From an optimization exercise on the open Yosys and OpenROAD flow, aimed at small area, a short achievable clock period and few clock cycles per item; shortcuts taken in it are not production practice.
The RTL was checked by simulation tests, not by an equivalence proof against the original design.
Power is estimated from default activity; no workload was simulated.

Design segment_tree_slot_allocator_unit, start of the top module:
module segment_tree_slot_allocator_unit #(
	parameter int unsigned SLOTS = stsa_pkg::SLOTS_DEFAULT
) (
	input  logic                     clk,
	input  logic                     arst_n,
	input  logic                     cfg_we,
	input  logic                     cfg_index,
	input  logic [stsa_pkg::CFG_DATA_W-1:0]    cfg_data,
	input  logic                     req_valid,
	output logic                     req_ready,
	input  logic                     req_opcode,
	input  logic [stsa_pkg::ADDR_W-1:0]        req_freed_address,
	output logic                     rsp_valid,
	input  logic                     rsp_ready,
	output logic [1:0]               rsp_status,
	output logic [stsa_pkg::ADDR_W-1:0]        rsp_block_address,
	output logic [stsa_pkg::SLOT_INDEX_W-1:0]  rsp_slot_index
);
Size: ~2700 cells after synthesis, ~480 flip-flops, about 120 I/O pins, roughly 25000 µm² of cells after synthesis.
Settings: LEC_CHECK=0, CAP_MARGIN=20, CORE_MARGIN=2, CORE_UTILIZATION=35, SLEW_MARGIN=20, SYNTH_HIERARCHICAL=1, SYNTH_MEMORY_MAX_BITS=8192, TNS_END_PERCENT=10; clock period 12.0 ns.
standard.sh (not shown) runs the stock make flow with config.mk's settings and CLKGATE_MAP_FILE= SYNTH_SCRIPT=/design/flow/synth_recipe.tcl, a recipe that flattens the netlist after the stock synthesis.
==> flow/flow/run.sh <==
#!/bin/bash
# Layout flow: the standard flow (standard synthesis, floorplan, placement, CTS,
# routing) run through standard.sh, with two changes to how the layout is made:
#  - the timing repair aims for the setup margin in flow/margin.txt, so the critical
#    paths are sized and buffered to finish well inside the 12 ns clock period;
#  - the port buffers are plain buffers (flow/port_buffer.txt) instead of delay cells.
# The constraints (constraint.sdc, clock period, I/O delays) are unchanged.
# make's full output goes to flow_make.log; each ORFS step logs under orfs/logs/.
set -euo pipefail
MARGIN=$(cat flow/margin.txt)
PORTBUF=$(cat flow/port_buffer.txt)
bash standard.sh SETUP_SLACK_MARGIN="$MARGIN" BUFFER_PORTS_ARGS="-buffer_cell $PORTBUF" finish > flow_make.log 2>&1
==> flow/flow/margin.txt <==
8.3
==> flow/flow/port_buffer.txt <==
sky130_fd_sc_hd__buf_2
The baseline ran to the end with no violations.
Testbench counts at the start, summed over its fixed seeds: cycles 12,048, items 12,000.
Edit:
- CTS_BUF_LIST: unset -> sky130_fd_sc_hd__clkbuf_8
- CTS_CLUSTER_DIAMETER: unset -> 50
- CTS_CLUSTER_SIZE: unset -> 20
- worst setup slack improved by 0.15 ns
- register-to-register slack improved by 0.04 ns
- first-iteration DRC count increases by 6.9%
- critical path depth stays the same
- total power decreases by 9.2%
- clock-buffer cell count decreases by 21
- sequential power is about the same
- cell count stays flat
- clock skew increases by 0.047 ns
- final area decreases by 1.5%
- hold slack got worse by 0.013 ns
Edit:
==> flow/flow/margin.txt (replaced) <==
8.4
- TNS_END_PERCENT: 10 -> unset
Effect: Sequential share of layout area came out lower by 2.2 points; final area went up by about 6%; area after synthesis does not change; setup slack gets worse by 0.057 ns; via count went up by 5.8%; non-clock buffer count grows by 115; synthesized cell count is unchanged; final cell count is higher by 3.1%; combinational power rises by about 20%; power rose by 5.3%; core utilization rises by 2.6 points.
Edit:
==> flow/flow/margin.txt (replaced) <==
8.3
==> flow/flow/port_buffer.txt (replaced) <==
sky130_fd_sc_hd__buf_1
- CORE_UTILIZATION: 35 -> 45
- TNS_END_PERCENT: unset -> 10
=> Clock skew went down by 0.055 ns; sequential share of layout area went up by 2.9 points; power went down by 6.2%; wire length went down by about 5.5%; count of clock-buffer cells in the layout went down by 5; final area went down by about 8%; sequential power barely changes; via count went down by 4.0%; clock power went down by about 9%; worst setup slack is about the same; hold slack improved by 0.023 ns.

---

run 1:
segment_tree_slot_allocator_unit, a different RTL version from the one above (not shown whole).
For scale: about 2600 cells after synthesis, ~480 flip-flops, about 25000 um2 of cells after synthesis.
Design segment_tree_slot_allocator_unit, start of the top module:
module segment_tree_slot_allocator_unit #(
	parameter int unsigned SLOTS = stsa_pkg::SLOTS_DEFAULT
) (
	input  logic                     clk,
	input  logic                     arst_n,
	input  logic                     cfg_we,
	input  logic                     cfg_index,
	input  logic [stsa_pkg::CFG_DATA_W-1:0]    cfg_data,
	input  logic                     req_valid,
	output logic                     req_ready,
	input  logic                     req_opcode,
	input  logic [stsa_pkg::ADDR_W-1:0]        req_freed_address,
	output logic                     rsp_valid,
	input  logic                     rsp_ready,
	output logic [1:0]               rsp_status,
	output logic [stsa_pkg::ADDR_W-1:0]        rsp_block_address,
	output logic [stsa_pkg::SLOT_INDEX_W-1:0]  rsp_slot_index
);
Settings: LEC_CHECK=0, CAP_MARGIN=20, CORE_MARGIN=2, CORE_UTILIZATION=35, CTS_BUF_LIST=sky130_fd_sc_hd__clkbuf_8, CTS_CLUSTER_DIAMETER=45, CTS_CLUSTER_SIZE=16, SLEW_MARGIN=20, SYNTH_HIERARCHICAL=1, SYNTH_MEMORY_MAX_BITS=8192, TNS_END_PERCENT=10; clock period 12.0 ns.
==> flow/flow/margin.txt <==
8.5
==> flow/flow/port_buffer.txt <==
sky130_fd_sc_hd__buf_1
Scripts as last shown in full above: flow/flow/run.sh
Testbench counts of run 1, summed over its fixed seeds: cycles 12,048, items 12,000.
For run 2, these inputs were changed with respect to run 1:
# run 1
export LEC_CHECK = 0
export CAP_MARGIN = 20
export CORE_MARGIN = 2
export CORE_UTILIZATION = 35
export CTS_BUF_LIST = sky130_fd_sc_hd__clkbuf_8
export CTS_CLUSTER_DIAMETER = 45
export CTS_CLUSTER_SIZE = 16
export SLEW_MARGIN = 20
export SYNTH_HIERARCHICAL = 1
export SYNTH_MEMORY_MAX_BITS = 8192
export TNS_END_PERCENT = 10
create_clock -name core_clock -period 12.0 [get_ports {clk}]
# run 2
export LEC_CHECK = 0
export CAP_MARGIN = 20
export CORE_MARGIN = 2
export CORE_UTILIZATION = 35
export CTS_BUF_LIST = sky130_fd_sc_hd__clkbuf_8
export CTS_CLUSTER_DIAMETER = 50
export CTS_CLUSTER_SIZE = 20
export SLEW_MARGIN = 20
export SYNTH_HIERARCHICAL = 1
export SYNTH_MEMORY_MAX_BITS = 8192
export TNS_END_PERCENT = 10
create_clock -name core_clock -period 12.0 [get_ports {clk}]
==> flow/flow/margin.txt <==
8.3
==> flow/flow/port_buffer.txt <==
sky130_fd_sc_hd__buf_2
Notes after the runs:
The lower utilization after layout of run 1 and run 2 is in run 2. The run showing the smaller hold slack is run 1. Looking at run 1 and run 2, the number of non-clock inverters is a wash. Count of clock-net buffers in the final layout (run 1 / run 2): 1.5. | share of total power in the clock network | run 2 vs run 1 | 3.6 points lower |. Run 2 contains more vias than run 1. Comparing run 1 and run 2, the lower number of gates given a new drive strength after cts was measured on run 1.
#### Input delta (run 3 over run 2)
# run 2
export LEC_CHECK = 0
export CAP_MARGIN = 20
export CORE_MARGIN = 2
export CORE_UTILIZATION = 35
export CTS_BUF_LIST = sky130_fd_sc_hd__clkbuf_8
export CTS_CLUSTER_DIAMETER = 50
export CTS_CLUSTER_SIZE = 20
export SLEW_MARGIN = 20
export SYNTH_HIERARCHICAL = 1
export SYNTH_MEMORY_MAX_BITS = 8192
export TNS_END_PERCENT = 10
create_clock -name core_clock -period 12.0 [get_ports {clk}]
# run 3
export LEC_CHECK = 0
export CAP_MARGIN = 20
export CORE_MARGIN = 2
export CORE_UTILIZATION = 40
export CTS_BUF_LIST = sky130_fd_sc_hd__clkbuf_8
export CTS_CLUSTER_DIAMETER = 45
export CTS_CLUSTER_SIZE = 16
export SLEW_MARGIN = 20
export SYNTH_HIERARCHICAL = 1
export SYNTH_MEMORY_MAX_BITS = 8192
export TNS_END_PERCENT = 10
create_clock -name core_clock -period 12.0 [get_ports {clk}]
Run 3: flow completed, timing, DRC and antenna clean. Compared with run 2, in run 3 clock network fraction of total power now sits higher; first-pass detailed-route iteration total lower; number of buffers created by CTS +about 24%; clock-pin slew on the worst setup and hold paths went down by 0.02 ns; fmax saw little to no change. The run showing the smaller power is run 2. base_q[16]$_SDFFCE_PN0P_ as the timing startpoint of the critical path was reported by run 2, and base_q[19]$_SDFFCE_PN0P_ by run 3.

afterwards: timing with drivers on the ports:
How much do the figures lean on ideal ports? The routed layouts below were timed once more, with nothing changed but the port constraints. Step 1 sets driving cells, clkbuf_16 on the clock port and buf_2 on the other inputs (assumed; they add their load-dependent delay and slew). Step 2 times the ports against the registers' clock, not the clock port: input delays grow and output delays shrink by t, the midpoint of the rising clock arrivals with the driver on. Three values: no drivers, after step 1, after step 2; two values: the first two.
| run | t, ns | setup WS [ns] | latest minus earliest clock arrival (ns) | slew at the worst register clock pin (ns) | pins driven straight from the clock port |
|---|---|---|---|---|---|
| the first run of note 1 | 0.685 | 7.824 / 7.861 / 7.176 | 0.047 / 0.047 | 0.07 / 0.07 | 1 |
| the second run of note 1 | 0.769 | 7.976 / 7.999 / 7.229 | 0.093 / 0.093 | 0.11 / 0.11 | 1 |
| the third run of note 1 | 0.781 | 7.919 / 7.919 / 7.323 | 0.113 / 0.113 | 0.12 / 0.12 | 1 |
| the fourth run of note 1 | 0.733 | 7.919 / 7.919 / 7.334 | 0.056 / 0.056 | 0.11 / 0.11 | 1 |
| run 1 | 0.725 | 7.913 / 7.913 / 7.401 | 0.092 / 0.092 | 0.10 / 0.10 | 1 |
| run 2 | 0.759 | 7.998 / 7.998 / 7.380 | 0.084 / 0.084 | 0.12 / 0.12 | 1 |
| run 3 | 0.790 | 8.000 / 8.000 / 7.277 | 0.057 / 0.058 | 0.10 / 0.10 | 1 |
After both steps setup and hold are still met in every run listed. The setup slack of the second run of note 1, which loses most, moves by +0.023 ns with the drivers and by -0.747 ns with both steps.
